Background: an optimization exercise with open tools, aiming at small area, a short achievable clock period and few clock cycles per item. Do not read the settings as production practice.
Where RTL was checked, it was by simulation tests only, not by an equivalence proof against the original.
For runs 1, 2, 4 and 5, only the layout was checked, not whether the RTL still works.
Power and IR drop assume default switching activity.

[constraint.sdc]
create_clock -name core_clock -period 36.0 [get_ports {clk_i}]
set_input_delay 7.2000 -clock core_clock [delete_from_list [all_inputs] [get_ports {clk_i}]]
set_output_delay 7.2000 -clock core_clock [all_outputs]
set_load 0.01 [all_outputs]
[flow/run.sh]
#!/bin/bash
set -euo pipefail
export SETUP_SLACK_MARGIN=28
bash standard.sh > std_flow.log 2>&1
[config.mk]
export PLATFORM = sky130hd
export DESIGN_NAME = pe_top
export DESIGN_NICKNAME = pe_top
export VERILOG_FILES = /design/flow/design.v
export SDC_FILE = /design/flow/constraint.sdc
export NUM_CORES = 4
export LEC_CHECK = 0
export CAP_MARGIN = 20
export CORE_MARGIN = 2
export CORE_UTILIZATION = 40
export SLEW_MARGIN = 20
export SYNTH_HIERARCHICAL = 1
[standard.sh]
#!/bin/bash
# synth_recipe.tcl (not shown) runs the flow's synth.tcl, then flattens the netlist and writes it again
# the make line also repeats each setting of config.mk as NAME=value (left out here)
make -C /OpenROAD-flow-scripts/flow DESIGN_CONFIG=/design/flow/config.mk WORK_HOME=/design/flow/orfs CLKGATE_MAP_FILE= SYNTH_SCRIPT=/design/flow/synth_recipe.tcl "${@:-finish}"
[design.v]
`timescale 1ns/1ps
package pe_pkg;
    typedef struct packed {
        logic [8-1:0]   idx;
        logic [16-1:0] delta;
    } pe_event_t;
    typedef logic [16-1:0] vertex_val_t;
    typedef struct packed {
        logic [16-1:0] addr;
        logic                  write;
        logic [32-1:0] wdata;
    } bus_req_t;
    typedef union packed {
        logic [1:0][15:0]           rowptr;
        logic [3:0][8-1:0]  colidx;
    } edge_word_t;
endpackage
`timescale 1ns/1ps
module vertex_add
(
    input  logic [15:0] a_i,
    input  logic [15:0] b_i,
    output logic [15:0] y_o
);
    assign y_o = a_i + b_i;
endmodule
`timescale 1ns/1ps
module pe_top
(
    input  logic                  clk_i,
    input  logic                  rst_i,
    input  logic [8+16-1:0] ev_i,
    input  logic                  ev_valid_i,
    output logic                  ev_ready_o,
    output logic [8+16-1:0] pro_o,
    output logic                  pro_valid_o,
    input  logic                  pro_ready_i,
    output logic [16-1:0] paddr_o,
    output logic                  pwrite_o,
    output logic [32-1:0] pwdata_o,
    output logic                  psel_o,
    output logic                  penable_o,
    input  logic [32-1:0] prdata_i,
    input  logic                  pready_i
);
    localparam int DS = 2;
    localparam int DN = 16 / DS;
    localparam logic [2:0] K_RP0 = 3'd0;
    localparam logic [2:0] K_RP1 = 3'd1;
    localparam logic [2:0] K_VR  = 3'd2;
    localparam logic [2:0] K_VW  = 3'd3;
    localparam logic [2:0] K_COL = 3'd4;
    localparam logic [2:0] PH_IDLE = 3'd0;
    localparam logic [2:0] PH_RP0  = 3'd1;
    localparam logic [2:0] PH_RP1  = 3'd2;
    localparam logic [2:0] PH_VR   = 3'd3;
    localparam logic [2:0] PH_POST = 3'd4;
    logic        eb_free_q;
    logic [7:0]  eb_idx_q;
    logic [15:0] eb_delta_q;
    logic        accept;
    logic        eb_release;
    logic        above;
    assign ev_ready_o = eb_free_q;
    assign accept     = ev_valid_i && eb_free_q;
    assign above      = (eb_delta_q > 16'd64);
    logic [2:0]  ph_q;
    logic        vw_done_q;
    logic        col_pend_q;
    logic        col_first_q;
    logic        ptr_wait_q;
    logic        ptr_eval_q;
    logic        div_need_q;
    logic        vr_done_q;
    logic [15:0] ps_q;
    logic [15:0] pe_q;
    logic        psel_q;
    logic        pen_q;
    logic [15:0] paddr_q;
    logic        pwrite_q;
    logic [15:0] pwdata_q;
    logic [2:0]  kind_q;
    logic        tf_first_q;
    logic [1:0]  tf_eoff_q;
    logic        div_busy_q;
    logic        div_full_q;
    logic [3:0] div_cnt_q;
    logic [15:0] div_d_q;
    logic [15:0] div_r_q;
    logic [15:0] div_q_q;
    logic [1:0]       cb_v_q;
    logic [1:0][31:0] cb_data_q;
    logic [1:0][1:0]  cb_pos_q;
    logic [1:0][1:0]  cb_eoff_q;
    logic [1:0]       cb_first_q;
    logic             cb_rd_q;
    logic             cb_wr_q;
    logic        pro_valid_q;
    logic [7:0]  pro_idx_q;
    logic [15:0] pro_delta_q;
    logic        bus_free;
    logic        xfer_end;
    logic        inflight_col;
    logic        slot_ok;
    logic        col_can;
    logic        vw_can;
    logic        issue;
    logic [2:0]  issue_kind;
    logic [15:0] issue_addr;
    logic [13:0] ps_w_inc;
    logic        col_last;
    logic        div_free;
    assign xfer_end     = pen_q && pready_i;
    assign bus_free     = !psel_q || xfer_end;
    assign inflight_col = psel_q && (kind_q == K_COL);
    assign slot_ok      = ({1'b0, cb_v_q[0]} + {1'b0, cb_v_q[1]} + {1'b0, inflight_col}) < 2'd2;
    assign col_can      = (ph_q == PH_POST) && col_pend_q && !div_need_q && slot_ok;
    assign vw_can       = (ph_q == PH_POST) && !vw_done_q && !ptr_wait_q && !div_need_q
                          && (vr_done_q || (xfer_end && (kind_q == K_VR)));
    assign ps_w_inc     = ps_q[15:2] + 14'd1;
    assign col_last     = ({1'b0, ps_w_inc, 2'b00} >= {1'b0, pe_q});
    assign div_free     = !div_busy_q && !div_full_q;
    always_comb
    begin
        issue      = 1'b0;
        issue_kind = K_VR;
        issue_addr = {8'h00, eb_idx_q};
        case (ph_q)
            PH_IDLE:
            begin
                issue = !eb_free_q;
                if (above)
                begin
                    issue_kind = K_RP0;
                    issue_addr = {8'h01, 1'b0, eb_idx_q[7:1]};
                end
            end
            PH_RP0:
            begin
                issue      = 1'b1;
                issue_kind = K_RP0;
                issue_addr = {8'h01, 1'b0, eb_idx_q[7:1]};
            end
            PH_RP1:
            begin
                issue      = 1'b1;
                issue_kind = K_RP1;
                issue_addr = {8'h01, {1'b0, eb_idx_q[7:1]} + 8'd1};
            end
            PH_VR:
                issue = 1'b1;
            PH_POST:
            begin
                if (col_can)
                begin
                    issue      = 1'b1;
                    issue_kind = K_COL;
                    issue_addr = {2'b00, ps_q[15:2]} + 16'h0200;
                end
                else if (vw_can)
                begin
                    issue      = 1'b1;
                    issue_kind = K_VW;
                end
            end
            default: ;
        endcase
    end
    logic do_issue;
    assign do_issue   = bus_free && issue;
    assign eb_release = do_issue && (issue_kind == K_VW);
    always_ff @(posedge clk_i)
    begin
        if (rst_i)
        begin
            eb_free_q   <= 1'b1;
            ph_q        <= PH_IDLE;
            psel_q      <= 1'b0;
            pen_q       <= 1'b0;
            vw_done_q   <= 1'b0;
            col_pend_q  <= 1'b0;
            ptr_wait_q  <= 1'b0;
            ptr_eval_q  <= 1'b0;
            div_need_q  <= 1'b0;
            vr_done_q   <= 1'b0;
        end
        else
        begin
            if (accept)
                eb_free_q <= 1'b0;
            else if (eb_release)
                eb_free_q <= 1'b1;
            if (do_issue)
            begin
                psel_q <= 1'b1;
                pen_q  <= 1'b0;
            end
            else if (psel_q && !pen_q)
                pen_q <= 1'b1;
            else if (xfer_end)
            begin
                psel_q <= 1'b0;
                pen_q  <= 1'b0;
            end
            if (do_issue)
            begin
                case (ph_q)
                    PH_IDLE:
                    begin
                        vw_done_q  <= 1'b0;
                        vr_done_q  <= 1'b0;
                        ptr_wait_q <= above;
                        if (above)
                            ph_q <= eb_idx_q[0] ? PH_RP1 : PH_VR;
                        else
                            ph_q <= PH_POST;
                    end
                    PH_RP0:  ph_q <= eb_idx_q[0] ? PH_RP1 : PH_VR;
                    PH_RP1:  ph_q <= PH_VR;
                    PH_VR:   ph_q <= PH_POST;
                    PH_POST:
                    begin
                        if (issue_kind == K_VW)
                        begin
                            vw_done_q <= 1'b1;
                            if (!col_pend_q)
                                ph_q <= PH_IDLE;
                        end
                        else
                        begin
                            col_pend_q <= !col_last;
                            if (col_last && vw_done_q)
                                ph_q <= PH_IDLE;
                        end
                    end
                    default: ph_q <= PH_IDLE;
                endcase
            end
            ptr_eval_q <= 1'b0;
            if (xfer_end && ((kind_q == K_RP1) || ((kind_q == K_RP0) && !eb_idx_q[0])))
                ptr_eval_q <= 1'b1;
            if (ptr_eval_q)
            begin
                ptr_wait_q <= 1'b0;
                col_pend_q <= (pe_q != ps_q);
            end
            if (ptr_eval_q && (pe_q != ps_q) && !div_free)
                div_need_q <= 1'b1;
            else if (div_free)
                div_need_q <= 1'b0;
            if (xfer_end && (kind_q == K_VR))
                vr_done_q <= 1'b1;
        end
    end
    logic [15:0] vsum;
    vertex_add u_vertex_add (
        .a_i (prdata_i[15:0]),
        .b_i (eb_delta_q),
        .y_o (vsum)
    );
    always_ff @(posedge clk_i)
    begin
        if (do_issue)
        begin
            paddr_q  <= issue_addr;
            pwrite_q <= (issue_kind == K_VW);
            kind_q   <= issue_kind;
        end
        if (do_issue && (issue_kind == K_COL))
        begin
            ps_q[15:2] <= ps_w_inc;
            tf_first_q <= col_first_q;
            tf_eoff_q  <= col_last ? (pe_q[1:0] - 2'd1) : 2'd3;
            col_first_q <= 1'b0;
        end
        if (ptr_eval_q)
            col_first_q <= 1'b1;
        if (xfer_end)
        begin
            case (kind_q)
                K_RP0:
                begin
                    if (eb_idx_q[0])
                        ps_q <= prdata_i[31:16];
                    else
                    begin
                        ps_q <= prdata_i[15:0];
                        pe_q <= prdata_i[31:16];
                    end
                end
                K_RP1: pe_q <= prdata_i[15:0];
                K_VR:  pwdata_q <= vsum;
                default: ;
            endcase
        end
        if (accept)
        begin
            eb_idx_q   <= ev_i[23:16];
            eb_delta_q <= ev_i[15:0];
        end
    end
    assign paddr_o   = paddr_q;
    assign pwrite_o  = pwrite_q;
    assign pwdata_o  = {16'h0000, pwdata_q};
    assign psel_o    = psel_q;
    assign penable_o = pen_q;
    logic [23:0] damped;
    logic        div_load;
    logic        share_take;
    logic [15:0] st_r [0:DS];
    logic [15:0] st_q [0:DS];
    logic [16:0] st_t [0:DS-1];
    logic [16:0] st_s [0:DS-1];
    logic [15:0] num;
    logic [15:0] deg;
    logic        skip8;
    logic        skip4;
    logic [20:0] d31;
    assign d31      = {eb_delta_q, 5'd0} - {5'd0, eb_delta_q};
    assign damped   = {d31, 3'd0} - {3'd0, d31};
    assign num      = damped[23:8];
    assign deg      = pe_q - ps_q;
    assign skip8    = ({8'd0, num[15:8]} < deg);
    assign skip4    = ({12'd0, num[15:12]} < deg);
    assign div_load = (div_need_q || (ptr_eval_q && (pe_q != ps_q))) && div_free;
    always_comb
    begin
        st_r[0] = div_r_q;
        st_q[0] = div_q_q;
        for (int i = 0; i < DS; i++)
        begin
            st_t[i] = {st_r[i], st_q[i][15]};
            st_s[i] = st_t[i] - {1'b0, div_d_q};
            if (!st_s[i][16])
            begin
                st_r[i+1] = st_s[i][15:0];
                st_q[i+1] = {st_q[i][14:0], 1'b1};
            end
            else
            begin
                st_r[i+1] = st_t[i][15:0];
                st_q[i+1] = {st_q[i][14:0], 1'b0};
            end
        end
    end
    always_ff @(posedge clk_i)
    begin
        if (rst_i)
        begin
            div_busy_q <= 1'b0;
            div_full_q <= 1'b0;
        end
        else
        begin
            if (div_load)
                div_busy_q <= 1'b1;
            else if (div_busy_q && (div_cnt_q == 4'(DN - 1)))
            begin
                div_busy_q <= 1'b0;
                div_full_q <= 1'b1;
            end
            if (share_take)
                div_full_q <= 1'b0;
        end
    end
    always_ff @(posedge clk_i)
    begin
        if (div_load)
        begin
            div_d_q   <= deg;
            if (skip8)
            begin
                div_r_q   <= {8'd0, num[15:8]};
                div_q_q   <= {num[7:0], 8'd0};
                div_cnt_q <= 4'(8 / DS);
            end
            else if (skip4)
            begin
                div_r_q   <= {12'd0, num[15:12]};
                div_q_q   <= {num[11:0], 4'd0};
                div_cnt_q <= 4'(4 / DS);
            end
            else
            begin
                div_r_q   <= 16'd0;
                div_q_q   <= num;
                div_cnt_q <= '0;
            end
        end
        else if (div_busy_q)
        begin
            div_r_q   <= st_r[DS];
            div_q_q   <= st_q[DS];
            div_cnt_q <= div_cnt_q + 1'b1;
        end
    end
    logic       h_v;
    logic [31:0] h_data;
    logic [1:0] h_pos;
    logic [1:0] h_eoff;
    logic       h_first;
    logic       load;
    logic       cap;
    logic [7:0] h_byte;
    assign h_v     = cb_v_q[cb_rd_q];
    assign h_data  = cb_data_q[cb_rd_q];
    assign h_pos   = cb_pos_q[cb_rd_q];
    assign h_eoff  = cb_eoff_q[cb_rd_q];
    assign h_first = cb_first_q[cb_rd_q];
    assign h_byte  = h_data[8*h_pos +: 8];
    assign load    = h_v && (!pro_valid_q || pro_ready_i) && (!h_first || div_full_q);
    assign share_take = load && h_first;
    assign cap     = xfer_end && (kind_q == K_COL);
    always_ff @(posedge clk_i)
    begin
        if (rst_i)
        begin
            cb_v_q      <= 2'b00;
            cb_rd_q     <= 1'b0;
            cb_wr_q     <= 1'b0;
            pro_valid_q <= 1'b0;
        end
        else
        begin
            if (load && (h_pos == h_eoff))
            begin
                cb_v_q[cb_rd_q] <= 1'b0;
                cb_rd_q         <= !cb_rd_q;
            end
            if (cap)
            begin
                cb_v_q[cb_wr_q] <= 1'b1;
                cb_wr_q         <= !cb_wr_q;
            end
            if (load)
                pro_valid_q <= 1'b1;
            else if (pro_ready_i)
                pro_valid_q <= 1'b0;
        end
    end
    always_ff @(posedge clk_i)
    begin
        if (load)
        begin
            cb_pos_q[cb_rd_q]   <= h_pos + 2'd1;
            cb_first_q[cb_rd_q] <= 1'b0;
            pro_idx_q           <= h_byte;
            if (h_first)
                pro_delta_q <= div_q_q;
        end
        if (cap)
        begin
            cb_data_q[cb_wr_q]  <= prdata_i;
            cb_pos_q[cb_wr_q]   <= tf_first_q ? ps_q[1:0] : 2'd0;
            cb_eoff_q[cb_wr_q]  <= tf_eoff_q;
            cb_first_q[cb_wr_q] <= tf_first_q;
        end
    end
    assign pro_o       = {pro_idx_q, pro_delta_q};
    assign pro_valid_o = pro_valid_q;
endmodule
==> key figures, run 1 <==
Outcome
  • Run status: finished clean

Setup path
  • Worst path required time: 36310 ps
  • Crit path max fanout: 3
  • Crit Path Class: in2reg
  • CP Cell Sequence: buf_12 -> ha_4 -> fa_2 -> a21o_4 -> a311oi_4 -> nor3_2 -> o41ai_2 -> xnor2_1
  • Worst Setup End Kind: register
  • R2R depth: 28
  • Worst Path Arrival: about 9000 ps
  • Startpoint types: input pin
  • CP max-delay cell: a311oi_4
  • Slowest stage delay, CP: 400 ps

Pwr
  • Pint: 0.000778 W
  • PwrDens: 59.7 nW/um^2
  • Seq pwr share: 32.9%
  • Comb pwr share: 42.4%
  • Max rail drop VDD: 40.6 uV
  • Total power: 0.00124 W
  • Sw Pwr: ~0.00046 W
  • Net Sw Frac: a little under two fifths
  • Clock power frac: 24.6%
  • Static leakage: 8.02 nW

Synth
  • Adder-cell share of the synthesized area: 9.45%
  • Sequential area share after synthesis: 44.6%
  • FF+latch count, synth: 264
  • Mapped Cells: 1628
  • Synth area leaders: edfxtp_1 40%, ha_1 9.0%, dfxtp_1 4.7%
  • Post-synthesis xor/xnor area fraction: ~6.5%
  • Avg Inst Size Synth: 10.4 sq um
  • Largest family of logic cells by synthesized area: compound AO/OA/AOI/OAI gates
  • Ys Warns: 11
  • Area leader, netlist: edfxtp_1
  • Most used DFF post-synth: edfxtp_1
  • Post-synth EDFFs: between 200 and 250
  • Complex-gate fraction of the synthesized area: 17.5%
  • Post-synth cell types: between 90 and 100
  • Post-Syn Area: 16900 sq um
  • Post-synthesis mux area share: 4.75%
  • Post-synth ARST share: 0%
  • Post-synth top area share: 39.9%
  • Synth Area in Simple Gates: 12.6%

Drt
  • Number of DRC markers in iteration 0: 759
  • DRT antenna net count: 0
  • Post-detailed-route wirelength per cell: between 15 and 20 microns
  • # DRC: 0
  • Total number of vias: 13200
  • DRT Pass-1 Iters: 5
  • Vias/cell: 5.57
  • Total wire length: between 40000 and 50000 microns

Clocking
  • Clk latency of the worst-skew pair: 570 ps
  • Hold buffer count at cts: 0
  • CTS tree: built
  • Clock buffer depth: 3
  • Clock H-tree levels: 1
  • Clk sinks: ~260
  • Root buf cell: clkbuf_16
  • CTS clk-pin slew, worst paths: around 60 ps
  • CTS Buf Count: 30

Timing
  • Sum Neg Setup Slack: 0 ps
  • Clk_skew: 11.5 ps
  • Hold Vio Cnt, Final: 0
  • F_max: 116 MHz
  • Tightest Pin Transition: 877 ps
  • Final setup vio count: 0
  • RSZ-0062 raised after global routing: yes
  • Final worst-path cycle share: roughly a quarter
  • Minimum clock period: 8620 ps
  • Max-slew headroom: roughly two fifths
  • Final max-slew violation count: 0

Floorplanning
  • # rows: 75
  • Die Span Y: 209 microns
  • Core footprint: 41800 sq um
  • Die width: 209 microns
  • IO Count: 138
  • Initial Utilization: between 40 and 50%
  • Die area: 43800 sq um

Global routing
  • Vias in the first global route: 12800
  • First-pass GRT wire length: 70400 microns
  • Global route overflow: 0
  • GRT Overall Usage: 20.1%
  • Maximum number of pins on one net before global-route repair: 41
  • Initial antenna violation count: 1

Finish
  • Register area: 7540 sq um
  • Antenna fix cells: 0
  • Leading cell types in the layout, fill and taps excluded: 224 x edfxtp_1, 112 x inv_1, 106 x ha_1, 103 x nor2_1, 100 x a21oi_1
  • Multi-input gate area: 9380 sq um
  • Nets: approximately 2000
  • Synthesis-to-layout area growth: 22.9%
  • Share of layout cells above drive strength 1: 20.4%
  • Most common cell after layout, fill and taps aside: edfxtp_1
  • # fillers: 3781

Hold path
  • HP Class: reg2reg
  • Hold Crit Depth: 0

Run
  • Max-cap viol count: 0

Placed design
  • Number of port buffers: 120
  • Gpl congestion: 0.843
  • DPL Wire Length: 32300 microns
[cell usage after synthesis, types with 28 or more instances]
cell        n
xor2_1     39
edfxtp_1  224
clkbuf_1   32
nand3_1    46
mux2i_1    43
nor2_1    110
nand2_1    95
a211oi_1   33
inv_1     115
a21o_1     38
xnor2_1    80
a21oi_1   116
mux2_2     33
dfxtp_1    40
ha_1      121
nor2b_1    28
o21ai_0    77
[through the flow]
stage | area (sq um) | instances | utilization, % | setup WS (ps) | hold slack [ps]
floorplan | 17300 | 1644 | - | 26290 | 409
global route | 20700 | 2376 | 49.7 | 27360 | 452
finish | 20700 | 2376 | 49.7 | 27380 | 450
detailed placement | 19000 | 2253 | 45.4 | 25530 | 430
global placement | 19000 | 2253 | 45.4 | 25570 | 419
CTS | 20200 | 2349 | 48.4 | 27420 | 443
[modules after synthesis, one instance, submodules excluded]
module      copies in the design  cell area, sq um
pe_top                         1             16100
vertex_add                     1               746
[area by class of cell]
cell class	instances	area share [%]
Clock buffer	40	4.00
Clock inverter	16	0.694
Inverter	120	2.25
Multi-Input combinational cell	1200	45.2
Sequential cell	264	36.4
Tap cell	539	3.25
Timing Repair Buffer	195	8.14
Timing Repair inverter	2	0.0724
[layer usage]
metal  GRT usage (%)  routed length (microns)  up-vias
met5               0                        0        -
met2            33.9                    21800      309
met1            27.4                    20600     6456
met3            1.92                     1810       65
li1                -                        -     6400
met4            5.86                     1180        0
[timing repair]
action,CTS,global route
gates cloned,4,4
buffers inserted,36,22
resized for setup,375,81
pin swaps,28,37
endpoints found under the setup margin,285,160
[logic make-up after synthesis]
group                    Yosys count
adder cells (fa/ha/maj)          125
flip-flops                       264
other                              1
XOR/XNOR                         122
AO/OA/AOI/OAI                    435
buffers and inverters            183
multiplexers                      76
AND/OR/NAND/NOR                  422
[worst max-delay path, delay by kind of cell]
| family | cells | cell delay, ps |
|---|---|---|
| simple gates | 1 | 120 |
| fa+ha+maj | 2 | 500 |
| xor+xnor | 1 | 120 |
| buf+inv | 1 | 100 |
| compound gates | 3 | 890 |
[path summary, 6_finish.rpt]
kind                            slack, ps           from      endpoint
worst min register to register        450    col_first_q    tf_first_q
worst max-delay path                27380    prdata_i[0]  pwdata_q[12]
worst max register to register      28510  eb_delta_q[1]   div_q_q[13]
worst min-delay path                  450    col_first_q    tf_first_q
[power groups by stage]
stage	clock, W	sequential (W)	combinational, W
global placement	0	0.000412	0.000472
global route	0.000323	0.000410	0.000579
floorplan	0	0.000403	0.000361
detailed placement	0	0.000412	0.000483
CTS	0.000312	0.000405	0.000505
finish	0.000305	0.000408	0.000525
==> inputs of run 2 (changes only) <==
==> flow/run.sh (replaced) <==
#!/bin/bash
set -euo pipefail
export SETUP_SLACK_MARGIN=27.7
bash standard.sh > std_flow.log 2>&1
--- a/config.mk
+++ b/config.mk
@@ -8,5 +8,5 @@
 export CAP_MARGIN = 20
 export CORE_MARGIN = 2
-export CORE_UTILIZATION = 40
+export CORE_UTILIZATION = 60
 export SLEW_MARGIN = 20
 export SYNTH_HIERARCHICAL = 1
==> key figures, run 2 <==
Finish
  • Most common cell after layout, fill and taps aside: edfxtp_1
  • Antenna fix cells: 0
  • Share of layout cells above drive strength 1: 16.5%
  • Post-route cell area: between 15000 and 20000 sq um
  • Nets: 1963
  • Synthesis-to-layout area growth: 16.9%
  • # fillers: 2063
  • Post-layout util: 71.2%
  • Leading cell types in the layout, fill and taps excluded: 224 x edfxtp_1, 112 x inv_1, 108 x ha_1, 106 x a21oi_1, 105 x nor2_1

Synth
  • Ys Warns: 11
  • Avg Inst Size Synth: around 10 sq um
  • FF+latch count, synth: 264
  • Post-Syn Area: 16900 sq um
  • Area leader, netlist: edfxtp_1
  • Synth area leaders: edfxtp_1 40%, ha_1 9.0%, dfxtp_1 4.7%
  • Top cells by count, synth: 224 x edfxtp_1, 121 x ha_1, 116 x a21oi_1
  • Sequential area share after synthesis: around 45%
  • Post-synth ARST share: 0%
  • Most used DFF post-synth: edfxtp_1
  • Count leader, synth: edfxtp_1
  • Post-synth cell types: slightly below 100
  • Post-synth top area share: around 40%
  • Mapped Cells: 1628
  • Post-synth EDFFs: 224

Clocking
  • CTS clk-pin slew, worst paths: approximately 60 ps
  • Clock H-tree levels: 1
  • Clk latency of the worst-skew pair: between 500 and 600 ps
  • Root buf cell: clkbuf_16
  • Hold buffer count at cts: 0
  • Clk sinks: 264
  • CTS tree: built
  • Clock buffer depth: 3
  • CTS Buf Count: 28

Drt
  • # DRC: 0
  • DRT Pass-1 Iters: 5
  • Post-detailed-route wirelength per cell: 19.3 microns
  • Total number of vias: about 13000
  • DRT antenna net count: 0
  • Total wire length: 42100 microns
  • Number of DRC markers in iteration 0: 1086
  • Vias/cell: 6.02

Floorplanning
  • Core footprint: around 28000 sq um
  • Initial Utilization: approximately three fifths
  • # rows: 61
  • Die area: 29500 sq um
  • Die width: 172 microns
  • IO Count: 138
  • Die Span Y: approximately 170 microns

Global routing
  • Global route overflow: 0
  • Maximum number of pins on one net before global-route repair: 42
  • Initial antenna violation count: 0
  • First-pass GRT wire length: 66200 microns
  • GRT Overall Usage: 28.7%
  • Vias in the first global route: roughly 13000

Setup path
  • Startpoint types: input pin
  • Worst path required time: 36340 ps
  • Worst Setup End Kind: register
  • Crit path max fanout: 3
  • Worst Path Arrival: 8960 ps
  • Crit Path Class: in2reg

Pwr
  • Static leakage: 7.68 nW
  • PwrDens: around 61 nW/um^2
  • Total power: 0.00120 W
  • Max rail drop VDD: 49.7 uV

Outcome
  • Run status: finished clean

Timing
  • Clk_skew: 45.2 ps
  • Final setup vio count: 0
  • RSZ-0062 raised after global routing: yes
  • F_max: 116 MHz
  • Minimum clock period: ~8600 ps
  • Hold Vio Cnt, Final: 0
  • Tightest Pin Transition: 1130 ps
  • Max-slew headroom: between 20% and 30%
  • Final max-slew violation count: 0
  • Sum Neg Setup Slack: 0 ps
  • Worst hold slack: approximately 450 ps
  • Final worst-path cycle share: 24.0%

Placed design
  • Gpl congestion: 0.860
  • DPL Wire Length: 30800 microns
  • Number of port buffers: 120
  • Placed Instance Area: 18700 sq um

Hold path
  • HP Class: reg2reg

Run
  • Max-cap viol count: 0
==> run 2: cell counts after synthesis <==
Identical to the previous run, type by type.
==> run 2: cells by family (layout without fill, tap and decap cells) <==
| logic type | count (synthesis) | count (layout) | share of synthesized area (%) |
|---|---|---|---|
| buffers and inverters | 183 | 336 | 4.60 |
| AOI/OAI and AO/OA | 435 | 436 | 17.5 |
| adders and majority gates | 125 | 125 | 9.45 |
| DFF | 264 | 264 | 44.6 |
| and+or+nand+nor | 422 | 423 | 12.6 |
| other | 1 | 17 | 0.0222 |
| muxes | 76 | 76 | 4.75 |
| xor gates and xnor gates | 122 | 122 | 6.50 |
==> run 2: metal layers <==
| metal | part of all wire (%) | routed length [microns] | global-route usage [%] |
|---|---|---|---|
| met2 | 47 | 19800 | 47.7 |
| met3 | 6.4 | 2700 | 3.54 |
| met1 | 43 | 18200 | 39.4 |
| met5 | 0 | 0 | 0 |
| met4 | 3.2 | 1340 | 9.03 |
==> run 2: power breakdown <==
part / switching [W] / total (W) / internal (W) / leakage (nW)
logic: 0.000287 / 0.000494 / 0.000207 / 4.85
registers: 0.0000297 / 0.000406 / 0.000376 / 2.38
clock network: 0.000126 / 0.000296 / 0.000170 / 0.454
total: 0.000443 / 0.00120 / 0.000753 / 7.68
==> run 2: timing repair <==
item	CTS	global route
resized for setup	302	21
setup endpoints to repair	230	110
cloned	4	0
buffers inserted	16	10
pin swaps	13	8
==> run 2: final cells by class <==
class / instances / area, sq um / area share [%]
repair inverters: 2 / 15.0 / 0.0762
inverters: 120 / 458 / 2.32
repair buffers: 162 / 1210 / 6.15
clock buffers: 35 / 747 / 3.79
clock inverters: 17 / 196 / 0.996
flip-flops and latches: 264 / 7540 / 38.2
well taps: 378 / 473 / 2.40
multi-input cells: 1199 / 9080 / 46.0
==> run 2: path summary, 6_finish.rpt <==
| kind | cells past startpoint | to | slack, ps | startpoint |
|---|---|---|---|---|
| worst max-delay path | 9 | pwdata_q[14] | 27380 | prdata_i[0] |
| worst min-delay path | 0 | register | 450 | tf_eoff_q[1] |
| worst max register to register | 28 | div_q_q[13] | 28480 | eb_delta_q[1] |
| worst min register to register | 0 | register | 450 | tf_eoff_q[1] |
==> run 2: worst max-delay path, stage by stage <==
cell and delay [ps]:
buf_12 100, ha_4 150, fa_2 350, a21o_4 240, a311oi_4 360, buf_4 170, nor2_1 40, a211oi_2 250
xnor2_1 90
==> run 2: per-module statistics from Yosys, one instance, submodules excluded <==
module / flops+latches / times used / cells / cell area [sq um]
pe_top: 264 / 1 / 1527 / 16100
vertex_add: 0 / 1 / 101 / 746
==> run 2: metrics by stage <==
step / instances / worst slack [ps]
finish: 2177 / 27380
global route: 2177 / 27290
CTS: 2165 / 27410
detailed placement: 2093 / 25840
global placement: 2093 / 25910
floorplan: 1644 / 26290
==> inputs of run 3 (changes only) <==
--- a/design.v
+++ b/design.v
@@ -119,5 +119,5 @@
                           && (vr_done_q || (xfer_end && (kind_q == K_VR)));
     assign ps_w_inc     = ps_q[15:2] + 14'd1;
-    assign col_last     = ({1'b0, ps_w_inc, 2'b00} >= {1'b0, pe_q});
+    assign col_last     = (pe_q[1:0] == 2'd0) ? (ps_w_inc == pe_q[15:2]) : (ps_q[15:2] == pe_q[15:2]);
     assign div_free     = !div_busy_q && !div_full_q;
     always_comb
@@ -388,9 +388,10 @@
             end
         end
-        else if (div_busy_q)
+        else
         begin
             div_r_q   <= st_r[DS];
-            div_q_q   <= st_q[DS];
             div_cnt_q <= div_cnt_q + 1'b1;
+            if (div_busy_q)
+                div_q_q <= st_q[DS];
         end
     end
==> key figures, run 3 <==
Global routing
  • First-pass GRT wire length: 66600 microns
  • Maximum number of pins on one net before global-route repair: 44
  • Met3 usage: 3.75%
  • GRT Overall Usage: 29.2%
  • Global route overflow: 0
  • Initial antenna violation count: 0
  • M1 GR Usage: 40.1%
  • Met2 Usage GRT: about half
  • Vias in the first global route: 12600
  • Most crowded layer after global routing: met2

Setup path
  • Startpoint types: input pin
  • Slowest stage delay, CP: between 300 and 400 ps
  • Crit path max fanout: 3
  • Worst r2r dst: div_q_q[12]
  • CP Cell Sequence: buf_8 -> ha_4 -> fa_2 -> a21o_4 -> a311oi_4 -> nor3_2 -> o41ai_2 -> xnor2_1
  • Crit Path Class: in2reg
  • R2r setup slk: 28380 ps
  • Levels on crit path: 8
  • Reg2reg start: eb_delta_q[2]
  • Critical path's top delay family: compound AO/OA/AOI/OAI gates
  • R2R depth: 23
  • CP Buf/Inv Count: 1
  • Worst Setup End Kind: register
  • CP max-delay cell: fa_2
  • Worst Path Arrival: roughly 8800 ps
  • Worst path required time: 36290 ps

Finish
  • Synthesis-to-layout area growth: 18.7%
  • Multi-input gate area: 8950 sq um
  • # fillers: 1994
  • Leading cell types in the layout, fill and taps excluded: 204 x edfxtp_1, 129 x nand2_1, 118 x inv_1, 98 x a21oi_1, 93 x nor2_1
  • Share of layout cells above drive strength 1: 18.0%
  • Antenna fix cells: 0
  • Most common cell after layout, fill and taps aside: edfxtp_1
  • Post-route cell area: 19600 sq um
  • Nets: 1950
  • Final cell count without fillers: about 2100
  • Register area: 7340 sq um

Timing
  • Final max-slew violation count: 0
  • Sum Neg Setup Slack: 0 ps
  • F_max: 117 MHz
  • Tightest Pin Transition: 984 ps
  • Hold Vio Cnt, Final: 0
  • Worst hold slack: 445 ps
  • Max-slew headroom: around a third
  • Minimum clock period: 8520 ps
  • Final worst-path cycle share: a little under a quarter
  • Final setup vio count: 0
  • Clk_skew: 10.4 ps
  • RSZ-0062 raised after global routing: yes

Synth
  • Sequential area share after synthesis: between 40% and 50%
  • Post-synth EDFFs: 204
  • Top cells by count, synth: 204 x edfxtp_1, 133 x nand2_1, 124 x inv_1
  • Count leader, synth: edfxtp_1
  • Post-synth top area share: 37.2%
  • Synth area leaders: edfxtp_1 37%, ha_1 8.0%, dfxtp_1 7.3%
  • Post-Syn Area: 16500 sq um
  • Area leader, netlist: edfxtp_1
  • Ys Warns: 11
  • FF+latch count, synth: 264
  • Post-synth ARST share: 0%
  • Post-synth cell types: 97
  • Most used DFF post-synth: edfxtp_1
  • Avg Inst Size Synth: 10.2 sq um
  • Mapped Cells: 1621

Hold path
  • Hold Crit Depth: 0
  • Hold EP: pro_delta_q[12]
  • HP Class: reg2reg
  • HP Start: div_q_q[12]

Placed design
  • DPL Wire Length: 30600 microns
  • Placed instance count: roughly 2000
  • Placed Instance Area: 18300 sq um
  • Number of port buffers: 120
  • Gpl congestion: 0.921

Clocking
  • Root buf cell: clkbuf_16
  • CTS clk-pin slew, worst paths: about 60 ps
  • Hold buffer count at cts: 0
  • Clock buffer depth: 3
  • CTS tree: built
  • Clock H-tree levels: 1
  • Clk sinks: between 200 and 300
  • Clk latency of the worst-skew pair: 540 ps
  • CTS Buf Count: 28

Outcome
  • Run status: finished clean

Floorplanning
  • # rows: 60
  • IO Count: roughly 140
  • Core footprint: 27000 sq um
  • Die area: 28800 sq um
  • Initial Utilization: 61.1%
  • Die Span Y: 170 microns
  • Die width: 170 microns

Drt
  • Total number of vias: 13100
  • Vias/cell: 6.11
  • Post-detailed-route wirelength per cell: 19.7 microns
  • DRT Pass-1 Iters: 6
  • Total wire length: 42100 microns
  • # DRC: 0
  • DRT antenna net count: 0
  • Number of DRC markers in iteration 0: around 1100

Pwr
  • Clock power frac: around 19%
  • Comb pwr share: 53.0%
  • Sw Pwr: 0.000611 W
  • Seq pwr share: between 20% and 30%
  • Max rail drop VDD: 55.5 uV
  • Static leakage: about 7.5 nW
  • Pint: approximately 0.0009 W
  • PwrDens: 78.1 nW/um^2
  • Net Sw Frac: about two fifths

Run
  • Max-cap viol count: 0
[run 3: cell types whose count changed after synthesis, moves of 9 or more]
cell / change
ha_1: -16
o21ai_0: +13
dfxtp_1: +20
a21o_1: -25
and3_1: -11
a211oi_1: -11
nand2_1: +38
nor2_1: -14
a221oi_1: -13
a31oi_1: +12
inv_1: +9
edfxtp_1: -20
[run 3: routing by layer]
layer | share of wire (%) | wire, microns
met3 | 6.8 | 2850
met4 | 2.9 | 1230
met5 | 0 | 0
met2 | 47 | 19800
met1 | 43 | 18300
[run 3: cells by family (layout without fill, tap and decap cells)]
logic type / count (synthesis) / after routing / share of synthesized area (%)
simple gates: 449 / 452 / 13.6
compound gates: 403 / 403 / 16.1
flops: 264 / 264 / 44.5
buf+inv: 188 / 350 / 4.73
xor+xnor: 120 / 120 / 6.38
fa+ha+maj: 110 / 110 / 8.52
mux: 86 / 86 / 6.14
other cells: 1 / 17 / 0.0228
[run 3: metrics by stage]
stage	total power [W]	utilization (%)	worst slack, ps
6_report	0.00153	72.5	27480
5_1_grt	0.00164	72.5	27440
4_1_cts	0.00151	72.0	27430
3_5_place_dp	0.00120	67.9	26110
2_1_floorplan	0.00102	-	26730
3_3_place_gp	0.00118	67.8	26170
[run 3: worst max-delay path by stage]
stage	start	end	slack, ps
3_3_place_gp	pready_i	cb_first_q[0]	26170
2_1_floorplan	pready_i	ptr_wait_q	26730
4_1_cts	prdata_i[0]	pwdata_q[10]	27430
5_1_grt	prdata_i[0]	pwdata_q[12]	27440
3_5_place_dp	pready_i	cb_pos_q[0]	26110
6_report	prdata_i[0]	pwdata_q[12]	27480
[run 3: worst register-to-register path, cell delays in order, from the launching register on]
cell,delay [ps]
edfxtp_1,620
ha_1,480
and3_1,240
a221oi_1,560
o21ai_1,170
a21o_1,200
a21oi_1,170
xor2_1,220
ha_1,310
a21oi_1,180
o31ai_1,130
maj3_1,370
o21ai_1,300
a2111oi_1,190
or2_2,340
o211ai_1,610
ha_1,300
o21a_1,120
o21a_1,100
o21ai_0,80
or4_1,540
a211oi_4,720
mux2i_1,320
o211ai_1,100
[run 3: cell type report]
type,count,share of cell area (%)
repair buffers,170,7.19
flip-flops and latches,264,37.5
repair inverters,1,0.0384
multi-input cells,1188,45.8
well taps,341,2.18
clock buffers,35,3.93
clock inverters,17,0.870
inverters,127,2.51
[run 3: timing repair]
item,CTS,global route
gates cloned,6,1
pin swaps,14,15
setup buffers,28,7
setup endpoints to repair,225,79
resized for setup,321,25
[run 3: Yosys stat by module (local to each module, per instance)]
module | cells | cell area [sq um] | copies in the design | flip-flops and latches
vertex_add | 101 | 746 | 1 | 0
pe_top | 1520 | 15700 | 1 | 264
[run 3: power groups by stage]
stage               sequential [W]  clock (W)  combinational (W)
floorplan                 0.000416          0           0.000607
global placement          0.000427          0           0.000757
detailed placement        0.000427          0           0.000776
CTS                       0.000421   0.000297           0.000793
global route              0.000427   0.000310           0.000899
finish                    0.000422   0.000295           0.000809
Testbench counts of run 3, summed over its fixed seeds: cycles 11,587, items 1,200.
==> inputs of run 4 (changes only) <==
--- a/design.v
+++ b/design.v
@@ -17,13 +17,4 @@
 endpackage
 `timescale 1ns/1ps
-module vertex_add
-(
-    input  logic [15:0] a_i,
-    input  logic [15:0] b_i,
-    output logic [15:0] y_o
-);
-    assign y_o = a_i + b_i;
-endmodule
-`timescale 1ns/1ps
 module pe_top
 (
@@ -119,5 +110,5 @@
                           && (vr_done_q || (xfer_end && (kind_q == K_VR)));
     assign ps_w_inc     = ps_q[15:2] + 14'd1;
-    assign col_last     = (pe_q[1:0] == 2'd0) ? (ps_w_inc == pe_q[15:2]) : (ps_q[15:2] == pe_q[15:2]);
+    assign col_last     = ({1'b0, ps_w_inc, 2'b00} >= {1'b0, pe_q});
     assign div_free     = !div_busy_q && !div_full_q;
     always_comb
@@ -253,10 +244,23 @@
         end
     end
+    logic [4:0]  vs_lo;
+    logic [3:0]  vs_g0 [1:3];
+    logic [3:0]  vs_g1 [1:3];
+    logic [3:0]  vs_c;
     logic [15:0] vsum;
-    vertex_add u_vertex_add (
-        .a_i (prdata_i[15:0]),
-        .b_i (eb_delta_q),
-        .y_o (vsum)
-    );
+    always_comb
+    begin
+        vs_lo   = {1'b0, prdata_i[3:0]} + {1'b0, eb_delta_q[3:0]};
+        vs_c[0] = vs_lo[4];
+        vsum[3:0] = vs_lo[3:0];
+        for (int g = 1; g < 4; g++)
+        begin
+            vs_g0[g] = prdata_i[4*g +: 4] + eb_delta_q[4*g +: 4];
+            vs_g1[g] = prdata_i[4*g +: 4] + eb_delta_q[4*g +: 4] + 4'd1;
+            vsum[4*g +: 4] = vs_c[g-1] ? vs_g1[g] : vs_g0[g];
+            vs_c[g] = vs_c[g-1] ? ({1'b0, prdata_i[4*g +: 4]} + {1'b0, eb_delta_q[4*g +: 4]} + 5'd1) >> 4 != 5'd0
+                                : ({1'b0, prdata_i[4*g +: 4]} + {1'b0, eb_delta_q[4*g +: 4]}) >> 4 != 5'd0;
+        end
+    end
     always_ff @(posedge clk_i)
     begin
@@ -388,10 +392,9 @@
             end
         end
-        else
+        else if (div_busy_q)
         begin
             div_r_q   <= st_r[DS];
+            div_q_q   <= st_q[DS];
             div_cnt_q <= div_cnt_q + 1'b1;
-            if (div_busy_q)
-                div_q_q <= st_q[DS];
         end
     end
==> flow/run.sh (replaced) <==
#!/bin/bash
set -euo pipefail
export SETUP_SLACK_MARGIN=28
bash standard.sh > std_flow.log 2>&1
--- a/config.mk
+++ b/config.mk
@@ -8,5 +8,4 @@
 export CAP_MARGIN = 20
 export CORE_MARGIN = 2
-export CORE_UTILIZATION = 60
+export CORE_UTILIZATION = 40
 export SLEW_MARGIN = 20
-export SYNTH_HIERARCHICAL = 1
==> key figures, run 4 <==
Drt
  • DRT Pass-1 Iters: 5
  • Total number of vias: 12200
  • Number of DRC markers in iteration 0: 991
  • Total wire length: 44400 microns
  • Post-detailed-route wirelength per cell: slightly below 20 microns
  • DRT antenna net count: 0
  • # DRC: 0
  • Vias/cell: 5.44

Finish
  • Share of layout cells above drive strength 1: 18.0%
  • Nets: ~1900
  • Leading cell types in the layout, fill and taps excluded: 224 x edfxtp_1, 117 x ha_1, 112 x inv_1, 94 x nor2_1, 92 x a21oi_1
  • Most common cell after layout, fill and taps aside: edfxtp_1
  • Post-layout util: 48.7%
  • Final cell count without fillers: 2248
  • Synthesis-to-layout area growth: 20.5%
  • # fillers: 3749

Placed design
  • Placed instance count: 2154
  • Pre-CTS setup slack: between 20000 and 30000 ps
  • Gpl congestion: 0.829
  • Number of port buffers: 120
  • DPL Wire Length: 32500 microns

Pwr
  • Static leakage: 7.80 nW
  • PwrDens: ~63 nW/um^2
  • Max rail drop VDD: 43.5 uV

Setup path
  • Worst Setup End Kind: register
  • Reg2reg start: eb_delta_q[5]
  • Worst Path Arrival: slightly above 9000 ps
  • R2R depth: 27
  • Crit Path Class: in2reg
  • Worst path required time: 36340 ps
  • Startpoint types: input pin
  • CP Cell Sequence: buf_8 -> ha_4 -> fa_2 -> ha_4 -> nand4_1 -> xor2_2 -> nand4_1 -> xor2_2 -> mux2_4
  • Slowest stage delay, CP: between 500 and 600 ps
  • R2r setup slk: 28760 ps
  • Crit path max fanout: 4
  • CP max-delay cell: fa_2
  • Worst setup path start: prdata_i[4]

Synth
  • Ys Warns: 7
  • Post-synth cell types: 89
  • Post-synth EDFFs: 224
  • Sequential area share after synthesis: a little under half
  • Count leader, synth: edfxtp_1
  • FF+latch count, synth: ~260
  • Most used DFF post-synth: edfxtp_1
  • Mapped Cells: 1533
  • Post-synth top area share: 40.9%
  • Post-synth ARST share: 0%
  • Post-Syn Area: 16500 sq um
  • Avg Inst Size Synth: about 11 sq um
  • Top cells by count, synth: 224 x edfxtp_1, 125 x ha_1, 119 x inv_1
  • Synth area leaders: edfxtp_1 41%, ha_1 9.5%, dfxtp_1 4.9%
  • Area leader, netlist: edfxtp_1

Hold path
  • HP Start: tf_eoff_q[0]
  • HP Class: reg2reg
  • Hold Crit Depth: 0

Global routing
  • Vias in the first global route: 12200
  • Maximum number of pins on one net before global-route repair: 42
  • GRT Overall Usage: 20.9%
  • Initial antenna violation count: 1
  • First-pass GRT wire length: 69100 microns
  • Global route overflow: 0

Timing
  • Max-slew headroom: 34.5%
  • F_max: 112 MHz
  • RSZ-0062 raised after global routing: yes
  • Worst hold slack: roughly 440 ps
  • Clk_skew: 30.7 ps
  • Hold Vio Cnt, Final: 0
  • Final worst setup slack: 27090 ps
  • Sum Neg Setup Slack: 0 ps
  • Final worst-path cycle share: 24.7%
  • Final setup vio count: 0
  • Minimum clock period: 8910 ps
  • Final max-slew violation count: 0
  • Tightest Pin Transition: 980 ps

Clocking
  • Hold buffer count at cts: 0
  • Clock buffer depth: 3
  • Clk sinks: 264
  • CTS Buf Count: 30
  • CTS tree: built
  • CTS clk-pin slew, worst paths: 70 ps
  • Root buf cell: clkbuf_16
  • Clk latency of the worst-skew pair: 590 ps
  • Clock H-tree levels: 1

Floorplanning
  • # rows: 74
  • Core footprint: 40700 sq um
  • Initial Utilization: 40.4%
  • Die area: 42800 sq um
  • Die Span Y: 207 microns
  • IO Count: 138
  • Die width: slightly above 200 microns

Outcome
  • Run status: finished clean

Run
  • Max-cap viol count: 0
==> run 4: kinds of logic (layout without fill, tap and decap cells) <==
| kind of cell | Yosys count | after routing | share of synthesized area, % |
|---|---|---|---|
| compound gates | 396 | 396 | 16.5 |
| xor+xnor | 131 | 131 | 7.43 |
| fa+ha+maj | 132 | 132 | 10.4 |
| buf+inv | 180 | 346 | 4.61 |
| flops | 264 | 264 | 45.7 |
| mux | 69 | 69 | 4.42 |
| other cells | 1 | 18 | 0.0228 |
| simple gates | 360 | 360 | 11.0 |
==> run 4: metal layers <==
| metal | up-vias | wire, microns | GRT usage [%] |
|---|---|---|---|
| met2 | 304 | 20600 | 34.1 |
| met5 | - | 0 | 0 |
| li1 | 5946 | - | - |
| met3 | 63 | 2480 | 3.27 |
| met1 | 5907 | 20100 | 28.9 |
| met4 | 0 | 1190 | 5.93 |
==> run 4: critical path: cells and delay by family <==
family / cells / cell delay, ps
xor+xnor: 2 / 470
simple gates: 2 / 300
buf+inv: 1 / 100
fa+ha+maj: 3 / 860
mux: 1 / 330
==> run 4: report_power, final <==
group	internal, W	switching (W)
Clock	0.000195	0.000131
Sequential	0.000380	0.0000344
Combinational	0.000216	0.000299
Total	0.000791	0.000465
==> run 4: timing repair <==
action	in CTS	in global routing
buffers inserted	27	8
pin swaps	20	16
gates cloned	2	0
gates resized for setup	334	19
setup endpoints to repair	285	83
==> run 4: final timing paths <==
check,end
setup / recovery,pwdata_q[13]
hold reg to reg,register
setup reg to reg,div_r_q[3]
hold / removal,register
==> run 4: per-stage QoR <==
step	instance area [sq um]	power, W
final	19800	0.00126
after global routing	19800	0.00134
after CTS	19700	0.00125
after detailed placement	18500	0.000917
after global placement	18500	0.000909
after floorplan	16800	0.000772
==> run 4: area by class of cell <==
| type | instances | area [sq um] | area share (%) |
|---|---|---|---|
| flip-flops and latches | 264 | 7540 | 38.0 |
| inverters | 122 | 484 | 2.44 |
| diodes | 1 | 2.50 | 0.0126 |
| clock buffers | 36 | 793 | 4.00 |
| well taps | 532 | 666 | 3.36 |
| clock inverters | 20 | 269 | 1.36 |
| repair inverters | 2 | 18.8 | 0.0946 |
| multi-input cells | 1105 | 8710 | 43.9 |
| repair buffers | 166 | 1350 | 6.80 |
==> inputs of run 5 (changes only) <==
--- a/config.mk
+++ b/config.mk
@@ -9,3 +9,5 @@
 export CORE_MARGIN = 2
 export CORE_UTILIZATION = 40
+export CTS_CLUSTER_DIAMETER = 80
+export CTS_CLUSTER_SIZE = 35
 export SLEW_MARGIN = 20
==> key figures, run 5 <==
Outcome
  • Run status: finished clean

Placed design
  • DPL Wire Length: 32500 microns
  • Pre-CTS setup slack: 25680 ps
  • Gpl congestion: 0.829
  • Number of port buffers: 120
  • Placed instance count: roughly 2200

Synth
  • Post-synth ARST share: 0%
  • Most used DFF post-synth: edfxtp_1
  • Synth area leaders: edfxtp_1 41%, ha_1 9.5%, dfxtp_1 4.9%
  • FF+latch count, synth: 264
  • Post-synth cell types: 89
  • Post-synth top area share: 40.9%
  • Top cells by count, synth: 224 x edfxtp_1, 125 x ha_1, 119 x inv_1
  • Area leader, netlist: edfxtp_1
  • Sequential area share after synthesis: a little under half
  • Mapped Cells: 1533
  • Post-synth EDFFs: 224
  • Count leader, synth: edfxtp_1
  • Ys Warns: 7
  • Avg Inst Size Synth: 10.7 sq um
  • Post-Syn Area: approximately 16000 sq um

Setup path
  • Worst path required time: 36330 ps
  • Crit path max fanout: 6
  • Crit Path Class: in2reg
  • Worst setup path start: prdata_i[5]
  • Startpoint types: input pin
  • Reg2reg start: eb_delta_q[2]
  • Worst Path Arrival: 9220 ps
  • Worst Setup End Kind: register

Global routing
  • Initial antenna violation count: 0
  • GRT Overall Usage: around a fifth
  • First-pass GRT wire length: 68400 microns
  • Vias in the first global route: 12100
  • Maximum number of pins on one net before global-route repair: 42
  • Global route overflow: 0

Clocking
  • CTS Buf Count: 19
  • Clk latency of the worst-skew pair: roughly 560 ps
  • Clock H-tree levels: 1
  • Clock buffer depth: 3
  • CTS tree: built
  • Clk sinks: 264
  • Root buf cell: clkbuf_16
  • CTS clk-pin slew, worst paths: 120 ps

Pwr
  • PwrDens: 60.7 nW/um^2
  • Total power: 0.00119 W
  • Max rail drop VDD: 47.4 uV
  • Static leakage: between 7 and 8 nW

Hold path
  • HP Start: tf_eoff_q[0]
  • HP Class: reg2reg

Floorplanning
  • # rows: 74
  • Die Span Y: roughly 210 microns
  • Core footprint: between 40000 and 50000 sq um
  • Die width: 207 microns
  • Die area: ~43000 sq um
  • Initial Utilization: roughly two fifths
  • IO Count: between 100 and 150

Drt
  • Number of DRC markers in iteration 0: 910
  • DRT Pass-1 Iters: 5
  • # DRC: 0
  • Total wire length: around 44000 microns
  • Post-detailed-route wirelength per cell: a little under 20 microns
  • Total number of vias: around 12000
  • Vias/cell: 5.44
  • DRT antenna net count: 0

Timing
  • Max-slew headroom: 33.6%
  • Tightest Pin Transition: around 990 ps
  • F_max: 112 MHz
  • Worst hold slack: 456 ps
  • Hold Vio Cnt, Final: 0
  • Minimum clock period: slightly below 9000 ps
  • Clk_skew: 52.2 ps
  • Final max-slew violation count: 0
  • Final worst setup slack: 27100 ps
  • Final worst-path cycle share: 24.7%
  • RSZ-0062 raised after global routing: yes
  • Final setup vio count: 0
  • Sum Neg Setup Slack: 0 ps

Finish
  • Share of layout cells above drive strength 1: 17.4%
  • Leading cell types in the layout, fill and taps excluded: 224 x edfxtp_1, 116 x ha_1, 112 x inv_1, 94 x nor2_1, 93 x a21oi_1
  • Synthesis-to-layout area growth: 19.3%
  • Most common cell after layout, fill and taps aside: edfxtp_1
  • Multi-input gate area: between 8000 and 9000 sq um
  • Antenna fix cells: 0
  • Nets: 1879
  • Final cell count without fillers: 2230
  • # fillers: 3776
  • Register area: 7540 sq um

Run
  • Max-cap viol count: 0
[run 5: cell counts after synthesis]
Identical to the previous run, type by type.
[run 5: worst paths after layout]
path,slack [ps],depth (start not counted),endpoint
worst max-delay path,27100,10,pwdata_q[13]
worst min-delay path,460,0,register
worst max register to register,28760,26,div_r_q[3]
worst min register to register,460,0,register
[run 5: logic make-up after synthesis]
group           share of synthesized area [%]
simple gates                             11.0
compound gates                           16.5
fa+ha+maj                                10.4
mux                                      4.42
buf+inv                                  4.61
other cells                            0.0228
xor+xnor                                 7.43
flops                                    45.7
[run 5: metal layers]
metal | track usage [%] | share of wire [%] | up-vias
met3 | 3.08 | 5.2 | 48
met5 | 0 | 0 | -
met2 | 34.0 | 46 | 297
met1 | 28.7 | 46 | 5854
met4 | 5.34 | 2.5 | 0
li1 | - | - | 5924
[run 5: cell type report]
class	count	share of cell area, %
clock buffer	20	2.55
sequential	264	38.4
timing repair inverter	2	0.0956
tap	532	3.39
timing repair buffer	172	7.20
clock inverter	13	1.45
multi-input combinational	1105	44.4
inverter	122	2.51
[run 5: what timing repair did]
item | 4_1_cts | 5_1_grt
cloned | 2 | 0
pin swaps | 21 | 14
gates resized for setup | 335 | 23
hold buffers | 0 | 0
endpoints found under the setup margin | 285 | 119
buffers inserted | 28 | 13
[run 5: worst max-delay path, cell delays in order]
cell,delay (ps)
clkbuf_4,160
ha_4,250
a21o_1,160
a21oi_2,190
xnor2_2,150
nand4_1,160
xor2_2,180
nand4_1,160
xor2_2,280
mux2_4,330
[run 5: report_power, final]
part	total, W	leakage (nW)	internal (W)	switching [W]
Sequential	0.000414	2.38	0.000380	0.0000345
Clock	0.000261	0.369	0.000128	0.000133
Combinational	0.000516	4.95	0.000217	0.000299
Total	0.00119	7.69	0.000725	0.000467
[run 5: through the flow]
step / area, sq um / util, %
2_1_floorplan: 16800 / -
3_3_place_gp: 18500 / 45.3
3_5_place_dp: 18500 / 45.3
4_1_cts: 19400 / 47.7
5_1_grt: 19600 / 48.2
6_report: 19600 / 48.2
==> inputs of run 6 (changes only) <==
--- a/design.v
+++ b/design.v
@@ -63,5 +63,7 @@
     logic        ptr_eval_q;
     logic        div_need_q;
-    logic        vr_done_q;
+    logic        pvw_q;
+    logic        pvw_issue;
+    logic [1:0]  vr_stage_q;
     logic [15:0] ps_q;
     logic [15:0] pe_q;
@@ -108,8 +110,9 @@
     assign col_can      = (ph_q == PH_POST) && col_pend_q && !div_need_q && slot_ok;
     assign vw_can       = (ph_q == PH_POST) && !vw_done_q && !ptr_wait_q && !div_need_q
-                          && (vr_done_q || (xfer_end && (kind_q == K_VR)));
+                          && (vr_stage_q != 2'd0);
     assign ps_w_inc     = ps_q[15:2] + 14'd1;
-    assign col_last     = ({1'b0, ps_w_inc, 2'b00} >= {1'b0, pe_q});
+    assign col_last     = (pe_q[1:0] == 2'd0) ? (ps_w_inc == pe_q[15:2]) : (ps_q[15:2] == pe_q[15:2]);
     assign div_free     = !div_busy_q && !div_full_q;
+    assign pvw_issue = pvw_q && (vr_stage_q != 2'd0);
     always_comb
     begin
@@ -117,4 +120,20 @@
         issue_kind = K_VR;
         issue_addr = {8'h00, eb_idx_q};
+        if (pvw_issue)
+        begin
+            issue      = 1'b1;
+            issue_kind = K_VW;
+            issue_addr = {8'h00, pe_q[7:0]};
+        end
+        else if (pvw_q)
+        begin
+            if ((ph_q == PH_IDLE) && above)
+            begin
+                issue      = !eb_free_q;
+                issue_kind = K_RP0;
+                issue_addr = {8'h01, 1'b0, eb_idx_q[7:1]};
+            end
+        end
+        else
         case (ph_q)
             PH_IDLE:
@@ -160,5 +179,6 @@
     logic do_issue;
     assign do_issue   = bus_free && issue;
-    assign eb_release = do_issue && (issue_kind == K_VW);
+    assign eb_release = do_issue && !pvw_issue
+                        && ((issue_kind == K_VW) || ((ph_q == PH_IDLE) && !above));
     always_ff @(posedge clk_i)
     begin
@@ -173,6 +193,7 @@
             ptr_wait_q  <= 1'b0;
             ptr_eval_q  <= 1'b0;
+            pvw_q       <= 1'b0;
             div_need_q  <= 1'b0;
-            vr_done_q   <= 1'b0;
+            vr_stage_q  <= 2'd0;
         end
         else
@@ -194,5 +215,7 @@
                 pen_q  <= 1'b0;
             end
-            if (do_issue)
+            if (do_issue && pvw_issue)
+                pvw_q <= 1'b0;
+            if (do_issue && !pvw_issue)
             begin
                 case (ph_q)
@@ -200,10 +223,9 @@
                     begin
                         vw_done_q  <= 1'b0;
-                        vr_done_q  <= 1'b0;
                         ptr_wait_q <= above;
                         if (above)
                             ph_q <= eb_idx_q[0] ? PH_RP1 : PH_VR;
                         else
-                            ph_q <= PH_POST;
+                            pvw_q <= 1'b1;
                     end
                     PH_RP0:  ph_q <= eb_idx_q[0] ? PH_RP1 : PH_VR;
@@ -240,25 +262,10 @@
             else if (div_free)
                 div_need_q <= 1'b0;
-            if (xfer_end && (kind_q == K_VR))
-                vr_done_q <= 1'b1;
-        end
-    end
-    logic [4:0]  vs_lo;
-    logic [3:0]  vs_g0 [1:3];
-    logic [3:0]  vs_g1 [1:3];
-    logic [3:0]  vs_c;
-    logic [15:0] vsum;
-    always_comb
-    begin
-        vs_lo   = {1'b0, prdata_i[3:0]} + {1'b0, eb_delta_q[3:0]};
-        vs_c[0] = vs_lo[4];
-        vsum[3:0] = vs_lo[3:0];
-        for (int g = 1; g < 4; g++)
-        begin
-            vs_g0[g] = prdata_i[4*g +: 4] + eb_delta_q[4*g +: 4];
-            vs_g1[g] = prdata_i[4*g +: 4] + eb_delta_q[4*g +: 4] + 4'd1;
-            vsum[4*g +: 4] = vs_c[g-1] ? vs_g1[g] : vs_g0[g];
-            vs_c[g] = vs_c[g-1] ? ({1'b0, prdata_i[4*g +: 4]} + {1'b0, eb_delta_q[4*g +: 4]} + 5'd1) >> 4 != 5'd0
-                                : ({1'b0, prdata_i[4*g +: 4]} + {1'b0, eb_delta_q[4*g +: 4]}) >> 4 != 5'd0;
+            if (do_issue && (issue_kind == K_VW))
+                vr_stage_q <= 2'd0;
+            else if (xfer_end && (kind_q == K_VR))
+                vr_stage_q <= 2'd1;
+            else if (vr_stage_q == 2'd1)
+                vr_stage_q <= 2'd2;
         end
     end
@@ -294,8 +301,15 @@
                 end
                 K_RP1: pe_q <= prdata_i[15:0];
-                K_VR:  pwdata_q <= vsum;
+                K_VR:  pwdata_q <= prdata_i[15:0];
                 default: ;
             endcase
         end
+        if (vr_stage_q == 2'd1)
+            pwdata_q <= pwdata_q + (pvw_q ? ps_q : eb_delta_q);
+        if (do_issue && !pvw_q && (ph_q == PH_IDLE) && !above)
+        begin
+            pe_q[7:0] <= eb_idx_q;
+            ps_q      <= eb_delta_q;
+        end
         if (accept)
         begin
@@ -392,9 +406,10 @@
             end
         end
-        else if (div_busy_q)
+        else
         begin
             div_r_q   <= st_r[DS];
-            div_q_q   <= st_q[DS];
             div_cnt_q <= div_cnt_q + 1'b1;
+            if (div_busy_q)
+                div_q_q <= st_q[DS];
         end
     end
==> flow/run.sh (replaced) <==
#!/bin/bash
set -euo pipefail
export SETUP_SLACK_MARGIN=27.6
bash standard.sh > std_flow.log 2>&1
==> config.mk (replaced) <==
export PLATFORM = sky130hd
export DESIGN_NAME = pe_top
export DESIGN_NICKNAME = pe_top
export VERILOG_FILES = /design/flow/design.v
export SDC_FILE = /design/flow/constraint.sdc
export NUM_CORES = 4
export LEC_CHECK = 0
export CAP_MARGIN = 0
export CORE_MARGIN = 2
export CORE_UTILIZATION = 60
export SLEW_MARGIN = 0
==> key figures, run 6 <==
Global routing
  • GRT Overall Usage: 30.9%
  • Initial antenna violation count: 0
  • Vias in the first global route: 12800
  • Maximum number of pins on one net before global-route repair: 42
  • First-pass GRT wire length: 70100 microns
  • Global route overflow: 0

Finish
  • Synthesis-to-layout area growth: 15.0%
  • Share of layout cells above drive strength 1: 12.0%
  • Most common cell after layout, fill and taps aside: edfxtp_1
  • Antenna fix cells: 0
  • Multi-input gate area: 8980 sq um
  • Register area: 7380 sq um
  • Nets: 2012
  • Leading cell types in the layout, fill and taps excluded: 204 x edfxtp_1, 142 x nand2_1, 134 x nor2_1, 121 x inv_1, 114 x o21ai_0
  • # fillers: 2166

Timing
  • Sum Neg Setup Slack: 0 ps
  • Hold Vio Cnt, Final: 0
  • Max-slew headroom: -1.14%
  • Minimum clock period: 8380 ps
  • Final worst setup slack: 27620 ps
  • Clk_skew: 19.8 ps
  • Final worst-path cycle share: 23.3%
  • Tightest Pin Transition: 1480 ps
  • RSZ-0062 raised after global routing: yes
  • Final setup vio count: 0
  • Final max-slew violation count: 1
  • F_max: 119 MHz

Outcome
  • Run status: complete, but fails checks
  • Layout Check Fails: capacitance limit, slew limit

Synth
  • Post-Syn Area: 17000 sq um
  • Sequential area share after synthesis: a little over two fifths
  • Post-synth ARST share: 0%
  • Most used DFF post-synth: edfxtp_1
  • Count leader, synth: edfxtp_1
  • FF+latch count, synth: ~270
  • Synth area leaders: edfxtp_1 36%, ha_1 7.8%, dfxtp_1 7.3%
  • Avg Inst Size Synth: 9.93 sq um
  • Post-synthesis xor/xnor area fraction: 6.28%
  • Top cells by count, synth: 204 x edfxtp_1, 147 x nand2_1, 136 x nor2_1
  • Mapped Cells: about 1700
  • Area leader, netlist: edfxtp_1
  • Post-synth cell types: ~90
  • Ys Warns: 5
  • Complex-gate fraction of the synthesized area: 16.7%
  • Largest family of logic cells by synthesized area: compound AO/OA/AOI/OAI gates
  • Post-synthesis mux area share: between 6 and 7%
  • Post-synth top area share: 36.1%
  • Synth Area in Simple Gates: a little over an eighth
  • Adder-cell share of the synthesized area: 8.40%
  • Post-synth EDFFs: just over 200

Setup path
  • Worst path required time: 28800 ps
  • Crit path max fanout: 2
  • CP max-delay cell: edfxtp_1
  • Worst Path Arrival: 1180 ps
  • Startpoint types: register
  • Worst Setup End Kind: output pin
  • Crit Path Class: reg2out
  • CP Cell Sequence: buf_2
  • Critical path's top delay family: flip-flops
  • Slowest stage delay, CP: 440 ps
  • CP Buf/Inv Count: 1

Placed design
  • Number of port buffers: 120
  • Gpl congestion: 0.960
  • DPL Wire Length: roughly 34000 microns
  • Pre-CTS setup slack: 25700 ps

Floorplanning
  • Die area: 29700 sq um
  • Core footprint: roughly 28000 sq um
  • IO Count: 138
  • Die Span Y: 172 microns
  • Initial Utilization: 61.0%
  • Die width: 172 microns
  • # rows: around 60

Pwr
  • Seq pwr share: 28.3%
  • Pint: 0.000914 W
  • PwrDens: just under 80 nW/um^2
  • Net Sw Frac: 41.2%
  • Sw Pwr: 0.000640 W
  • Clock power frac: 18.5%
  • Comb pwr share: 53.2%
  • Max rail drop VDD: 75.1 uV
  • Static leakage: 7.60 nW

Drt
  • Post-detailed-route wirelength per cell: 20.8 microns
  • Met3 Wirelength: about 3800 microns
  • Uppermost layer routed: met4
  • Number of DRC markers in iteration 0: 1353
  • # DRC: 0
  • Total number of vias: 13800
  • M1 WL: 20200 microns
  • DRT Pass-1 Iters: 6
  • Metal2 WL: around 21000 microns
  • Total wire length: 46500 microns
  • DRT antenna net count: 0
  • Vias/cell: 6.16

Hold path
  • HP Class: reg2reg

Clocking
  • CTS tree: built
  • Clock H-tree levels: 1
  • Clock buffer depth: 3
  • CTS Buf Count: 29
  • Clk sinks: 266
  • CTS clk-pin slew, worst paths: 60 ps
  • Clk latency of the worst-skew pair: 570 ps
  • Root buf cell: clkbuf_16

Run
  • Max-cap viol count: 1
## run 6: cell count changes after synthesis, sizes merged, moves of 19 or more
cell    change
o21ai      +27
edfxtp     -20
nand2      +71
clkbuf     +19
nor2       +38
and2       -19
dfxtp      +22
ha         -19
## run 6: area by class of cell
cell class | count | share of cell area, %
tap | 378 | 2.42
clock buffer | 45 | 4.23
multi-input combinational | 1260 | 46.0
clock inverter | 9 | 0.474
timing repair buffer | 158 | 6.64
sequential | 266 | 37.8
inverter | 125 | 2.45
timing repair inverter | 1 | 0.0384
## run 6: kinds of logic (layout without fill, tap and decap cells)
logic type	Yosys count	count (layout)
buffers and inverters	203	338
DFF	266	266
muxes	92	92
adders and majority gates	112	112
AOI/OAI and AO/OA	432	433
xor gates and xnor gates	121	121
and+or+nand+nor	484	485
other	1	17
## run 6: timing repair
item | CTS | global route
gates cloned | 2 | 1
pin swaps | 2 | 2
hold buffers | 0 | 0
hold endpoints to repair | 0 | 0
setup endpoints to repair | 199 | 73
buffers inserted | 25 | 1
resized for setup | 190 | 28
## run 6: stage by stage
stage,total power [W],instances,instance area [sq um],util [%],hold WS (ps)
after floorplan,0.00105,1727,17100,-,399
after CTS,0.00154,2240,19600,70.3,455
after global routing,0.00165,2242,19500,70.1,466
after global placement,0.00123,2159,18500,66.5,429
final,0.00155,2242,19500,70.1,457
after detailed placement,0.00125,2159,18500,66.5,436
## run 6: worst paths after layout
check                start              end  depth (start not counted)  slack (ps)
min reg2reg    div_q_q[13]  pro_delta_q[13]                          0         460
min            div_q_q[13]  pro_delta_q[13]                          0         460
max reg2reg  eb_delta_q[0]      div_q_q[10]                         27       28220
max           pwdata_q[14]     pwdata_o[14]                          1       27620
## run 6: power groups by stage
stage                     clock network (W)  registers (W)  logic (W)
after floorplan                           0       0.000413   0.000638
after global placement                    0       0.000443   0.000784
after detailed placement                  0       0.000444   0.000803
after CTS                          0.000290       0.000437   0.000813
after global routing               0.000302       0.000443   0.000906
final                              0.000287       0.000440   0.000826
## run 6: metal layers
| metal | up-vias | global-route usage [%] |
|---|---|---|
| met5 | - | 0 |
| met4 | 0 | 9.90 |
| met3 | 94 | 3.55 |
| met2 | 637 | 48.9 |
| met1 | 6547 | 44.8 |
| li1 | 6531 | - |
Testbench counts of run 6, summed over its fixed seeds: cycles 11,728, items 1,200.

port drivers added, routing unchanged:
No port has a modelled driver above. Below, the same layouts with a new extraction and two added sets of constraints. Step 1 assumes that a clkbuf_16 drives the clock port and a buf_2 every other input. Step 2, shift: input delay + t, output delay - t, t = (earliest + latest rising clock arrival at the registers) / 2. This alone moves slack from input paths to output paths. Slacks: ideal ports / drivers / drivers and shift; pairs: ideal ports / drivers.
run	shift t [ns]	slack for setup (ns)	hold slack, ns	latest minus earliest clock arrival (ns)
run 1	0.619	27.378 / 27.385 / 26.767	0.450 / 0.450 / 0.450	0.012 / 0.013
run 2	0.617	27.376 / 27.373 / 26.756	0.451 / 0.451 / 0.451	0.046 / 0.046
run 3	0.588	27.484 / 27.497 / 26.909	0.445 / 0.445 / 0.445	0.011 / 0.010
run 4	0.633	27.092 / 27.107 / 26.474	0.443 / 0.443 / 0.443	0.030 / 0.031
run 5	0.591	27.105 / 27.127 / 26.535	0.456 / 0.456 / 0.456	0.053 / 0.053
run 6	0.609	27.622 / 27.573 / 27.122	0.457 / 0.457 / 0.457	0.021 / 0.021
The setup slack of run 2, which loses most, moves by -0.003 ns with the drivers and by -0.620 ns with both steps.
